Source: an optimization exercise on an open RTL-to-GDS flow (aim: small area). Production flows keep margins and buffers that such runs may drop.
Power is estimated from default activity; no workload was simulated.

Setup of pepper:
// seqTop
module seqTop #(
	parameter logic [seqPkg::ADDR_W-1:0] START_ADDR_RESET = 16'hFFFF
) (
	input  logic              wClk_i,
	input  logic              rst_i,
	input  logic [seqPkg::ADDR_W-1:0] startAddr_i,
	input  logic              startTrig_i,
	input  logic              stopTrig_i,
	input  logic              lineTrig_i,
	input  logic              pmt_i,
	input  logic [seqPkg::DATA_W-1:0] memRdData_i,
	output logic              busy_o,
	output logic [seqPkg::ADDR_W-1:0] memAddr_o,
	output logic [seqPkg::DATA_W-1:0] memWrData_o,
	output logic              memWe_o,
	output logic [7:0]        shutter_o
);
clock: 8.0 ns
lec_check: 0
cap_margin: 20
core_margin: 2
core_utilization: 40
slew_margin: 20
standard.sh (not shown) runs the stock make flow with config.mk's settings and CLKGATE_MAP_FILE= SYNTH_SCRIPT=/design/flow/synth_recipe.tcl, a recipe that flattens the netlist after the stock synthesis.
==> flow/flow/run.sh <==
#!/bin/bash
# Own layout flow: the standard ORFS flow (standard.sh) with
#  - Yosys's ABC mapping run with flow/area.abc instead of ORFS's speed script
#    (registers are mapped before ABC runs, so they are the standard synthesis's),
#  - sky130_fd_sc_hd__buf_1 as the port buffer,
#  - CTS without dummy loads, with clkbuf_8 below a clkbuf_16 root.
# Each step's full output is in orfs/logs/; make's output is in flow.log.
set -euo pipefail
HERE=$PWD
export MY_ABC_SCRIPT=$HERE/flow/area.abc
{
	cat <<'EOT'
proc abc {args} {
	set i [lsearch $args -script]
	if {$i >= 0} { lset args [expr {$i + 1}] $::env(MY_ABC_SCRIPT) }
	yosys abc {*}$args
}
EOT
	cat synth_recipe.tcl
} > my_synth.tcl
sed "s#SYNTH_SCRIPT=[^ ]*#SYNTH_SCRIPT=$HERE/my_synth.tcl#" standard.sh > my_standard.sh
export BUFFER_PORTS_ARGS="-buffer_cell sky130_fd_sc_hd__buf_1"
export CTS_ARGS="-sink_clustering_enable -repair_clock_nets -dont_use_dummy_load -root_buf sky130_fd_sc_hd__clkbuf_16 -buf_list sky130_fd_sc_hd__clkbuf_8"
bash my_standard.sh > flow.log 2>&1
==> flow/flow/area.abc <==
strash
&get -n
&fraig -x
&put
scorr
dc2
balance
rewrite
refactor
balance
rewrite
rewrite -z
balance
refactor -z
rewrite -z
balance
strash
&get -n
&dch -f
&nf -p -R 1000
&put
buffer -c
topo
stime -c
upsize -c
dnsize -c
> inputs changed (pepper -> sierra)
--- a/flow/design.v
+++ b/flow/design.v
@@ -226,19 +226,19 @@
 	logic [31:0] aIn, bIn;
 	logic [32:0] sum;
 	logic        c16, zLo, zHi;
 	logic        cntRun;
 	assign cntRun = wb & kCnt;
 	assign useI = dAddI | dSubI | dIncI | dDecI | dCmpI;
 	assign useB = dAdd | dSub | dCmp | dAddI | dSubI | dCmpI | dAnd;
 	assign inv  = exS & (dSub | dCmp | dSubI | dCmpI | dDec | dDecI);
 	assign cin  = exS ? (dSub | dCmp | dSubI | dCmpI | dInc | dIncI) : pmt_i;
-	assign aIn  = {wReg[31:16], (exS & useI) ? iReg : wReg[15:0]};
+	assign aIn  = {wReg[31:16], ({16{exS & useI}} & iReg) | ({16{~(exS & useI)}} & wReg[15:0])};
 	assign bIn  = ((exS & useB) ? operand : 32'h0) ^ {32{inv}};
 	always_comb
 	begin
 		logic [31:0] g, p, x;
 		x = aIn ^ bIn;
 		g = aIn & bIn;
 		p = x;
 		g[0] = g[0] | (p[0] & cin);
 		for (int d = 1; d < 32; d = d * 2)
@@ -251,45 +251,44 @@
 			for (int i = 3 * d - 1; i < 32; i = i + 2 * d)
 			begin
 				g[i] = g[i] | (p[i] & g[i - d]);
 				p[i] = p[i] & p[i - d];
 			end
 		sum[0] = x[0] ^ cin;
 		for (int i = 1; i < 32; i++)
 			sum[i] = x[i] ^ g[i - 1];
 		sum[32] = g[31];
+		c16 = g[15];
 	end
-	assign c16  = sum[16] ^ aIn[16] ^ bIn[16];
 	assign zLo  = sum[15:0] == 16'h0;
 	assign zHi  = sum[31:16] == 16'h0;
 	logic [31:0] shIn, shOut, shRes;
 	logic        shBig;
 	always_comb
 	begin
 		for (int k = 0; k < 32; k++)
 			shIn[k] = (dShr & wReg[31-k]) | (~dShr & wReg[k]);
 		shOut = shIn;
 		for (int l = 0; l < 5; l++)
 			shOut = ({32{operand[l]}} & (shOut << (1 << l))) | ({32{~operand[l]}} & shOut);
 		for (int k = 0; k < 32; k++)
-			shRes[k] = shOut[31-k];
+			shRes[k] = (dShr & shOut[31-k]) | (~dShr & shOut[k]);
 	end
 	assign shBig = |operand[31:5];
-	logic        selLd, selAnd, selSum, selShl, selShr, selHold;
+	logic        selLd, selAnd, selSum, selSh, selHold;
 	logic [31:0] wNext;
 	assign selLd   = exS & dLd;
 	assign selAnd  = exS & dAnd;
 	assign selSum  = (exS & (dAdd | dSub | dInc | dDec)) | cntRun;
-	assign selShl  = exS & dShl & ~shBig;
-	assign selShr  = exS & dShr & ~shBig;
+	assign selSh   = exS & (dShl | dShr) & ~shBig;
 	assign selHold = exS ? ~(dLd | dClr | dCount | dAnd | dAdd | dSub | dInc | dDec | dShl | dShr) : ~cntRun;
 	assign wNext   = ({32{selLd}} & operand) | ({32{selAnd}} & aIn & bIn) | ({32{selSum}} & sum[31:0]) |
-	                 ({32{selShl}} & shOut) | ({32{selShr}} & shRes) | ({32{selHold}} & wReg);
+	                 ({32{selSh}} & shRes) | ({32{selHold}} & wReg);
 	logic        selLdI, selSumI, selHoldI;
 	logic [15:0] iNext;
 	assign selLdI   = exS & dLdInd;
 	assign selSumI  = exS & (dAddI | dSubI | dIncI | dDecI);
 	assign selHoldI = ~(selLdI | selSumI);
 	assign iNext    = ({16{selLdI}} & operand[15:0]) | ({16{selSumI}} & sum[15:0]) | ({16{selHoldI}} & iReg);
 	logic [1:0] newFlag;
 	always_comb
 	begin
@@ -350,16 +349,13 @@
 	begin
 		if (waitStart)
 		begin
 			kLine <= dWaitL;
 			kCnt  <= dCount;
 		end
 	end
 	always_ff @(posedge wClk_i)
 	begin
-		if (waitStart)
-			cntN <= ~operand;
-		else
-			cntN <= inc32(cntN);
+		cntN <= ({32{waitStart}} & ~operand) | ({32{~waitStart}} & inc32(cntN));
 	end
 endmodule
 `default_nettype wire
Notes after the runs:
| core utilization | pepper vs sierra | ≈ equal |. sierra | status: complete | timing, DRC, antenna: pass. The XOR/XNOR share of the synthesized area of sierra is lower than that of pepper. sierra vs pepper — detailed-route wire length on metal 1 dropped 3.5%. Per the comparison of sierra with pepper, number of sinks driven by the clock tree held, overall die height now sits at about the same level, reported sequential group power shows no meaningful change. Layout-stage area growth over the synthesis result: sierra vs pepper down 0.73 points. Sum of internal, switching and leakage power, sierra and pepper: larger value in pepper. Comparing the two runs side by side, sierra comes out behind pepper on die area. Going from pepper to sierra, post-synthesis compound-gate area fraction grows by 0.59 points. Side by side, hold path depth turned out higher in sierra than in pepper. Number of placed instances, taps included delta for sierra relative to pepper: about 1% higher. sierra vs pepper, largest clock skew in the final design went up by 0.0047 ns.
No run of this note included a check of the RTL's function; only the layout flow was run.

separate check: timing with driven ports:
In the flow no input, the clock included, has a driving cell. The finished layouts below were timed again as built, in two steps.
Step 1 assumes that a clkbuf_16 drives the clock port and a buf_2 every other input.
Step 2 also shifts input and output timing later by t, the mid clock arrival at the registers, as if the neighbouring blocks saw the same clock.
Slacks: ideal / step 1 / step 2; pairs: ideal / step 1.
run	t, ns	setup slack, ns	hold slack, ns	worst data-port slew with drivers (ns)
pepper	0.423	0.574 / 0.574 / 0.181	0.484 / 0.484 / 0.484	0.04
sierra	0.432	0.513 / 0.513 / 0.142	0.499 / 0.499 / 0.499	0.05
After both steps setup and hold are still met in every run listed. For pepper, which loses most, drivers alone change the setup slack by 0.000 ns; drivers and shift together by -0.393 ns.
